From an optimization exercise on the open Yosys and OpenROAD flow, aimed at a short achievable clock period and few clock cycles; shortcuts taken in it are not production practice. Only simulation tests tie the RTL to the original design; equivalence was not proved. Power figures rest on the tool's default switching activity, not on a simulated workload.

## cpu_top
module cpu_top (
	input  logic               clk_in,
	input  logic               rst_in,
	input  logic               rdy_in,
	input  logic [7:0]         mem_din,
	output logic [7:0]         mem_dout,
	output logic [18-1:0] mem_a,
	output logic               mem_wr
);
For scale: ~2200 flip-flops, ~38 I/O pins.
clock: 8.5 ns
lec_check: 0
cap_margin: 20
core_margin: 2
core_utilization: 40
setup_slack_margin: 5
slew_margin: 20
run.sh (not shown) runs the stock make flow with config.mk's settings and CLKGATE_MAP_FILE= SYNTH_SCRIPT=/design/flow/synth_recipe.tcl, a recipe that flattens the netlist after the stock synthesis.
Testbench counts at the start, summed over its fixed seeds: cycles 116,109.
==> next run, changes <==
--- a/flow/design.v
+++ b/flow/design.v
@@ -48,20 +48,22 @@
 	end
 endmodule
 module alu (
 	input  logic [32-1:0] a,
 	input  logic [32-1:0] b,
 	input  logic [9:0]       op,      
+	input  logic [2:0]       funct3,
 	output logic [32-1:0] sum,
 	output logic [32-1:0] diff,
 	output logic [32-1:0] result,        
-	output logic             eq,
-	output logic             lt,
-	output logic             ltu
+	output logic             branch_taken
 );
 	logic             nborrow;
+	logic             eq;
+	logic             lt;
+	logic             ltu;
 	logic [4:0]       shamt;
 	logic [32-1:0] sll_r;
 	logic [32-1:0] srl_r;
 	ks_add #(.W(32)) add_i (.a(a), .b(b), .cin(1'b0), .s(sum), .cout());
 	ks_add #(.W(32)) sub_i (.a(a), .b(~b), .cin(1'b1), .s(diff), .cout(nborrow));
 	assign eq = (a == b);
@@ -74,12 +76,25 @@
 		result = '0;
 		if (op[2]) result = result | sll_r;
 		if (op[3] | op[4]) result = result | srl_r;
 		if (op[5]) result = result | (a & b);
 		if (op[6]) result = result | (a | b);
 		if (op[7]) result = result | (a ^ b);
+		if (op[8]) result = result | 32'(lt);
+		if (op[9]) result = result | 32'(ltu);
+	end
+	always_comb begin
+		case (funct3)
+			3'b000:  branch_taken = eq;
+			3'b001:  branch_taken = !eq;
+			3'b100:  branch_taken = lt;
+			3'b101:  branch_taken = !lt;
+			3'b110:  branch_taken = ltu;
+			3'b111:  branch_taken = !ltu;
+			default: branch_taken = 1'b0;
+		endcase
 	end
 endmodule
 module reg_file (
 	input  logic             clk_in,
 	input  logic [4:0]       rs1_addr,
 	input  logic [4:0]       rs2_addr,
@@ -167,21 +182,13 @@
 	logic [32-1:0]   rs2_v;
 	logic [1:0]         m_idx;       
 	logic [1:0]         m_last;      
 	logic [32-1:0] sum;
 	logic [32-1:0] alu_res;
 	logic [32-1:0] diff;
-	logic             eq;
-	logic             lt;
-	logic             ltu;
-	logic             r_eq;
-	logic             r_lt;
-	logic             r_ltu;
-	logic             r_slt;
-	logic             r_sltu;
-	logic             br_taken;
+	logic             taken;
 	logic [32-1:0] wb_data;
 	logic [6:0]         opc;
 	logic [2:0]         f3;
 	logic               d_lui, d_auipc, d_jal, d_jalr, d_br, d_ld, d_st, d_imm, d_reg;
 	logic [32-1:0]   imm_i, imm_s, imm_b, imm_u, imm_j;
 	logic [32-1:0]   rs1_data;
@@ -243,22 +250,20 @@
 		.rs2_data (rs2_data)
 	);
 	alu alu_i (
 		.a            (op_a),
 		.b            (op_b),
 		.op           (alu_op),
+		.funct3       (x_f3),
 		.sum          (sum),
 		.diff         (diff),
 		.result       (alu_res),
-		.eq           (eq),
-		.lt           (lt),
-		.ltu          (ltu)
+		.branch_taken (taken)
 	);
 	always_comb begin
-		wb_raw = r_use_sum ? r_sum : r_use_diff ? r_diff :
-			r_slt ? 32'(r_lt) : r_sltu ? 32'(r_ltu) : res;
+		wb_raw = r_use_sum ? r_sum : r_use_diff ? r_diff : res;
 		wb_data = wb_raw;
 		if (x_ld) begin
 			case (x_f3)
 				3'b000:  wb_data = {{24{res[7]}}, res[7:0]};
 				3'b001:  wb_data = {{16{res[15]}}, res[15:0]};
 				default: wb_data = res;
@@ -280,24 +285,12 @@
 	logic               arrive_f;
 	logic               take;
 	logic               skip;
 	logic               issue;
 	logic               ipc_step;
 	logic [31:0]        f_word;
-	always_comb begin
-		case (x_f3)
-			3'b000:  br_taken = r_eq;
-			3'b001:  br_taken = !r_eq;
-			3'b100:  br_taken = r_lt;
-			3'b101:  br_taken = !r_lt;
-			3'b110:  br_taken = r_ltu;
-			3'b111:  br_taken = !r_ltu;
-			default: br_taken = 1'b0;
-		endcase
-		br_q = x_jalr || (x_br && br_taken);
-	end
 	assign redirect = ((state == st_execute) && x_jal) || ((state == st_resolve) && br_q);
 	assign redirect_pc = x_jalr ? {r_sum[32-1:1], 1'b0} : tgt;
 	assign mem_more = (m_left != 2'd0);
 	assign mem_start = (state == st_execute) && (x_ld || x_st) && !mem_more;
 	assign accept = (state == st_idle) ||
 		((state == st_execute) && ((x_wr && !x_ld && !x_link) || (x_st && !mem_more))) ||
@@ -454,17 +447,13 @@
 						r_use_diff <= alu_op[1];
 						m_idx <= 2'd0;
 						if (x_ld || x_st)
 							m_left <= (x_f3[1:0] == 2'b00) ? 2'd0 : (x_f3[1:0] == 2'b01) ? 2'd1 : 2'd3;
 						m_last <= (x_f3[1:0] == 2'b00) ? 2'd0 : (x_f3[1:0] == 2'b01) ? 2'd1 : 2'd3;
 						w_valid <= x_wr && !x_ld;
-						r_eq <= eq;
-						r_lt <= lt;
-						r_ltu <= ltu;
-						r_slt <= alu_op[8];
-						r_sltu <= alu_op[9];
+						br_q <= (x_br && taken) || x_jalr;
 						if (x_ld)
 							state <= st_memory;
 						else if (x_br || x_jalr)
 							state <= st_resolve;
 						else
 							state <= take ? st_decode : st_idle;
The changed run finished with timing, DRC and antenna clean.
Final cell count climbs by 1.6%.
Worst setup slack got worse by 0.75 ns.
Hold slack is better by 0.0092 ns.
Total power falls by 3.6%.
Via count grows by 2.0%.
Clock power falls by about 5%.
Die area increases by 0.48%.
Core utilization hardly moves.
Non-clock buffer count grows by 62.
Testbench counts after the change, summed over its fixed seeds: cycles 116,109.

Another version of the RTL of cpu_top (not shown whole).
For scale: ~2300 flip-flops, ~38 I/O pins, about 0.11 mm² of cells after synthesis.
// cpu_top
module cpu_top (
	input  logic               clk_in,
	input  logic               rst_in,
	input  logic               rdy_in,
	input  logic [7:0]         mem_din,
	output logic [7:0]         mem_dout,
	output logic [18-1:0] mem_a,
	output logic               mem_wr
);
clock: 8.5 ns
lec_check: 0
cap_margin: 20
core_margin: 2
core_utilization: 40
setup_slack_margin: 5
slew_margin: 20
standard.sh (not shown) runs the stock make flow with config.mk's settings and CLKGATE_MAP_FILE= SYNTH_SCRIPT=/design/flow/synth_recipe.tcl, a recipe that flattens the netlist after the stock synthesis.
==> flow/flow/run.sh <==
#!/bin/bash
# The standard layout, with timing repair aimed past the clock period's own slack
# (the constraints stay the design's; only how hard repair_timing works changes)
set -euo pipefail
MARGIN=6.3
bash standard.sh SETUP_SLACK_MARGIN=$MARGIN finish > standard_finish.log 2>&1
The baseline finished clean.
Testbench counts at the start, summed over its fixed seeds: cycles 116,109.
Change:
--- a/flow/design.v
+++ b/flow/design.v
@@ -149,19 +149,19 @@
 	logic               cur_load;
 	logic               prv_fetch;
 	logic               prv_load;
 	logic [18-1:0] prv_a;       
 	localparam int CW = 4;           
 	localparam int TW = 18 - 2 - CW;
 	logic [32-1:0]   fpc;         
 	logic [18-1:2] ipc;         
 	logic [1:0]         icnt;        
-	logic [2:0]         ahead;       
+	logic [3:0]         ahead;       
 	logic [23:0]        asm_b;       
 	logic [(1<<CW)-1:0] c_valid;
 	logic [TW-1:0]      c_tag  [1<<CW];
 	logic [31:0]        c_data [1<<CW];
 	state_e             state;
 	logic [31:0]        ir;
 	logic [32-1:0]   pc;
 	logic [32-1:0]   pc4;
 	logic [32-1:0]   op_a;
@@ -367,20 +367,20 @@
 		for (int k = 0; k < (1 << CW); k++) begin
 			hit_f = hit_f | (c_valid[k] && (fpc[CW+1:2] == CW'(k)) && (c_tag[k] == fpc[18-1:CW+2]));
 			hit_i = hit_i | (c_valid[k] && (ipc[CW+1:2] == CW'(k)) && (c_tag[k] == ipc[18-1:CW+2]));
 		end
 	end
 	assign fill = prv_fetch && (prv_a[1:0] == 2'd3);
 	assign arrive_f = fill && (prv_a[18-1:2] == fpc[18-1:2]);
 	assign f_word = arrive_f ? {mem_din, asm_b} : c_data[fpc[CW+1:2]];
 	assign take = accept && (hit_f || arrive_f);
-	assign skip = hit_i && !ahead[2];
-	assign issue = !hit_i && !ahead[2] && !mem_start && !mem_more;
+	assign skip = hit_i && !ahead[3];
+	assign issue = !hit_i && !ahead[3] && !mem_start && !mem_more;
 	assign ipc_step = skip || (issue && icnt == 2'd3);
 	always_ff @(posedge clk_in) begin
 		if (rst_in)
 			c_valid <= '0;
 		else if (fill)
 			c_valid[prv_a[CW+1:2]] <= 1'b1;
 	end
 	always_ff @(posedge clk_in) begin
 		if (fill) begin
@@ -393,19 +393,19 @@
 			mem_a <= 32'h0000_0000;
 			mem_wr <= 1'b0;
 			cur_fetch <= 1'b1;
 			cur_load <= 1'b0;
 			prv_fetch <= 1'b0;
 			prv_load <= 1'b0;
 			fpc <= 32'h0000_0000;
 			ipc <= '0;
 			icnt <= 2'd1;
-			ahead <= 3'b001;
+			ahead <= 4'b0001;
 			m_left <= 2'd0;
 			w_valid <= 1'b0;
 			state <= st_idle;
 			mem_dout <= '0;
 			ir <= '0;
 			pc <= '0;
 			pc4 <= '0;
 			op_a <= '0;
 			op_b <= '0;
@@ -417,18 +417,35 @@
 			r_sum_lo <= '0;
 			r_sum_c <= 1'b0;
 			r_sum_hi0 <= '0;
 			r_sum_hi1 <= '0;
 			r_diff_lo <= '0;
 			r_diff_c <= 1'b0;
 			r_diff_hi0 <= '0;
 			r_diff_hi1 <= '0;
 			res <= '0;
+			r_eq <= 1'b0;
+			r_lt <= 1'b0;
+			r_ltu <= 1'b0;
+			r_slt <= 1'b0;
+			r_sltu <= 1'b0;
+			r_use_sum <= 1'b0;
+			r_use_diff <= 1'b0;
+			alu_op <= '0;
+			x_f3 <= '0;
+			x_rd <= '0;
+			x_wr <= 1'b0;
+			x_ld <= 1'b0;
+			x_st <= 1'b0;
+			x_br <= 1'b0;
+			x_jalr <= 1'b0;
+			x_jal <= 1'b0;
+			x_link <= 1'b0;
 		end else if (rdy_in) begin
 			prv_fetch <= cur_fetch && !redirect;
 			prv_load <= cur_load;
 			prv_a <= mem_a;
 			if (prv_fetch)
 				case (prv_a[1:0])
 					2'd0: asm_b[7:0] <= mem_din;
 					2'd1: asm_b[15:8] <= mem_din;
 					2'd2: asm_b[23:16] <= mem_din;
@@ -438,37 +455,37 @@
 				ir <= f_word;
 				pc <= fpc;
 			end
 			if (take) begin
 				fpc <= {fpc_inc, fpc[1:0]};
 			end
 			if (redirect) begin
 				fpc <= redirect_pc;
 				ipc <= redirect_pc[18-1:2];
-				ahead <= 3'b001;
+				ahead <= 4'b0001;
 				if (mem_more) begin
 					icnt <= 2'd0;
 					mem_a <= mem_a_inc;
 					mem_dout <= me_data[7:0];
 					me_data <= me_data >> 8;
 					cur_fetch <= 1'b0;
 				end else begin
 					icnt <= 2'd1;
 					mem_a <= {redirect_pc[18-1:2], 2'b00};
 					mem_wr <= 1'b0;
 					cur_fetch <= 1'b1;
 					cur_load <= 1'b0;
 				end
 			end else begin
 				if (ipc_step && !take)
-					ahead <= {ahead[1:0], 1'b0};
+					ahead <= {ahead[2:0], 1'b0};
 				else if (take && !ipc_step)
-					ahead <= {1'b0, ahead[2:1]};
+					ahead <= {1'b0, ahead[3:1]};
 				if (ipc_step)
 					ipc <= ipc_inc;
 				if (skip)
 					icnt <= 2'd0;
 				else if (issue)
 					icnt <= icnt + 2'd1;
 				if (mem_start) begin
 					mem_a <= sum_lo;
 					mem_wr <= x_st;
=> Setup slack is better by 0.023 ns; cell area came out higher by a few percent; area after synthesis climbs slightly; worst hold slack is better by 0.029 ns; critical path depth does not change; synthesized cell count increases slightly; count of clock-buffer cells in the layout goes down by 16; die area climbs slightly; power came out lower by a few percent; sequential share of layout area falls by 1.6 points; first-iteration DRC count went up by roughly a tenth; global-route usage climbs by 2.2 points; non-clock buffer count grows by 148; via count grows by a few percent.
Testbench counts after the change, summed over its fixed seeds: cycles 115,859.

## TR
Another version of the RTL of cpu_top (not shown whole).
Size: ~9400 cells after synthesis, about 2400 flip-flops, about 0.12 mm^2 of cells after synthesis.
export LEC_CHECK = 0
export CAP_MARGIN = 20
export CORE_MARGIN = 2
export CORE_UTILIZATION = 40
export SETUP_SLACK_MARGIN = 5
export SLEW_MARGIN = 20
create_clock -name core_clock -period 8.5 [get_ports {clk_in}]
Scripts as last shown in full above: flow/flow/run.sh
Testbench counts of TR, summed over its fixed seeds: cycles 113,934.
#### Input delta (PW over TR)
--- a/flow/design.v
+++ b/flow/design.v
@@ -342,20 +342,14 @@
 	assign rs2_v = fwd2 ? wb_data : rs2_data;
 	logic               redirect;
 	logic [32-1:0]   redirect_pc;
 	logic               mem_start;
 	logic               mem_more;
 	logic               accept;
 	logic               hit_f;
-	logic               hit_t;
-	logic               hit_t_q;     
-	logic               t_clash;
-	logic               take_r;
-	logic [32-1:2]   tgt_inc;
-	logic [32-1:0]   next_pc;
 	logic               hit_i;
 	logic               fill;
 	logic               arrive_f;
 	logic               take;
 	logic               skip;
 	logic               issue;
 	logic               ipc_step;
@@ -387,23 +381,14 @@
 			hit_f = hit_f | (c_valid[k] && (fpc[CW+1:2] == CW'(k)) && (c_tag[k] == fpc[18-1:CW+2]));
 			hit_i = hit_i | (c_valid[k] && (ipc[CW+1:2] == CW'(k)) && (c_tag[k] == ipc[18-1:CW+2]));
 		end
 	end
 	assign fill = prv_fetch && (prv_a[1:0] == 2'd3);
 	assign arrive_f = fill && (prv_a[CW+1:2] == fpc[CW+1:2]);
 	assign f_word = arrive_f ? {mem_din, asm_b} : c_data[fpc[CW+1:2]];
-	always_comb begin
-		hit_t = 1'b0;
-		for (int k = 0; k < (1 << CW); k++)
-			hit_t = hit_t | (c_valid[k] && (tgt_lo[CW+1:2] == CW'(k)) && (c_tag[k] == tgt_lo[18-1:CW+2]));
-	end
-	assign t_clash = fill && (prv_a[CW+1:2] == tgt_lo[CW+1:2]);
-	assign take_r = (state == st_resolve) && x_br && br_q && hit_t_q && !t_clash;
-	ks_inc #(.W(32-2)) tgt_inc_i (.a(tgt[32-1:2]), .s(tgt_inc));
-	assign next_pc = take_r ? {tgt_inc, tgt[1:0]} : redirect_pc;
 	assign take = accept && (hit_f || arrive_f);
 	assign skip = hit_i && !ahead[3];
 	assign issue = !hit_i && !ahead[3] && !mem_start && !mem_more;
 	assign ipc_step = skip || (issue && icnt == 2'd3);
 	always_ff @(posedge clk_in) begin
 		if (rst_in)
 			c_valid <= '0;
@@ -450,15 +435,14 @@
 			r_sum_hi1 <= '0;
 			r_diff_lo <= '0;
 			r_diff_c <= 1'b0;
 			r_diff_hi0 <= '0;
 			r_diff_hi1 <= '0;
 			res <= '0;
 			r_eq <= 1'b0;
-			hit_t_q <= 1'b0;
 			r_lt <= 1'b0;
 			r_ltu <= 1'b0;
 			r_slt <= 1'b0;
 			r_sltu <= 1'b0;
 			r_use_sum <= 1'b0;
 			r_use_diff <= 1'b0;
 			alu_op <= '0;
@@ -478,37 +462,34 @@
 			if (prv_fetch)
 				case (prv_a[1:0])
 					2'd0: asm_b[7:0] <= mem_din;
 					2'd1: asm_b[15:8] <= mem_din;
 					2'd2: asm_b[23:16] <= mem_din;
 					default: ;
 				endcase
-			if (take_r) begin
-				ir <= c_data[tgt_lo[CW+1:2]];
-				pc <= tgt;
-			end else if (accept) begin
+			if (accept) begin
 				ir <= f_word;
 				pc <= fpc;
 			end
 			if (take) begin
 				fpc <= {fpc_inc, fpc[1:0]};
 			end
 			if (redirect) begin
-				fpc <= next_pc;
-				ipc <= next_pc[18-1:2];
+				fpc <= redirect_pc;
+				ipc <= redirect_pc[18-1:2];
 				ahead <= 4'b0001;
 				if (mem_more) begin
 					icnt <= 2'd0;
 					mem_a <= mem_a_inc;
 					mem_dout <= me_data[7:0];
 					me_data <= me_data >> 8;
 					cur_fetch <= 1'b0;
 				end else begin
 					icnt <= 2'd1;
-					mem_a <= {next_pc[18-1:2], 2'b00};
+					mem_a <= {redirect_pc[18-1:2], 2'b00};
 					mem_wr <= 1'b0;
 					cur_fetch <= 1'b1;
 					cur_load <= 1'b0;
 				end
 			end else begin
 				if (ipc_step && !take)
 					ahead <= {ahead[2:0], 1'b0};
@@ -593,15 +574,14 @@
 						r_use_diff <= alu_op[1];
 						m_idx <= 2'd0;
 						if (x_ld || x_st)
 							m_left <= (x_f3[1:0] == 2'b00) ? 2'd0 : (x_f3[1:0] == 2'b01) ? 2'd1 : 2'd3;
 						m_last <= (x_f3[1:0] == 2'b00) ? 2'd0 : (x_f3[1:0] == 2'b01) ? 2'd1 : 2'd3;
 						w_valid <= x_wr && !x_ld;
 						r_eq <= eq;
-						hit_t_q <= hit_t && !t_clash;
 						r_lt <= lt;
 						r_ltu <= ltu;
 						r_slt <= alu_op[8];
 						r_sltu <= alu_op[9];
 						if (x_ld)
 							state <= st_memory;
 						else if (x_br || x_jalr)
@@ -613,14 +593,14 @@
 				st_memory: begin
 					if (prv_load && m_idx == m_last) begin
 						w_valid <= 1'b1;
 						state <= take ? st_decode : st_idle;
 					end
 				end
 				st_resolve: begin
-					state <= (take || take_r) ? st_decode : st_idle;
+					state <= take ? st_decode : st_idle;
 				end
 				default: state <= st_idle;
 			endcase
 		end
 	end
 endmodule
==> comparison <==
PW: number of distinct library cell variants in the gate-level netlist after synthesis lower than TR. When PW is measured against TR, its count of sequential standard cells turns out 19 lower. The lower total power consumption of the routed design came out of TR. In PW, the total routed wirelength came out about 9% below the value in TR. Of PW and TR, the run reporting the lower combinational power was TR. In the tables for PW and TR, proportion of power drawn by the clock network reads higher with TR.
Testbench counts of PW, summed over its fixed seeds: cycles 115,859.

re-timing with driven ports:
No port has a modelled driver above. Below, the same layouts with a new extraction and two added sets of constraints. Step 1, drivers: a clkbuf_16 drives clk_in and a buf_2 each remaining input, both assumed. Step 2 adds t to the input delays and takes it off the output delays; t is the mean of the earliest and latest rising clock arrival at the registers after step 1. Input paths then give back, and output paths get back, about the clock's delay inside the block. Slacks: ideal / step 1 / step 2; pairs: ideal / step 1.
run	shift t [ns]	setup WS [ns]	worst setup path at the end	worst register clock-pin slew, ns	worst slew at a driven data input, ns
the first run of note 1	0.984	4.854 / 4.854 / 4.163	input to register	0.07 / 0.07	0.04
the second run of note 1	0.998	4.108 / 4.108 / 4.108	register to register	0.07 / 0.07	0.04
the first run of note 2	1.012	5.233 / 5.226 / 4.777	input to register	0.07 / 0.07	0.20
the second run of note 2	1.003	5.256 / 5.240 / 4.881	input to register	0.07 / 0.07	0.20
TR	1.021	5.185 / 5.185 / 4.844	input to register	0.07 / 0.07	0.36
PW	1.018	5.189 / 5.189 / 4.686	input to register	0.07 / 0.07	0.40
After both steps setup and hold are still met in every run listed. The setup slack of the first run of note 1, which loses most, moves by 0.000 ns with the drivers and by -0.691 ns with both steps.
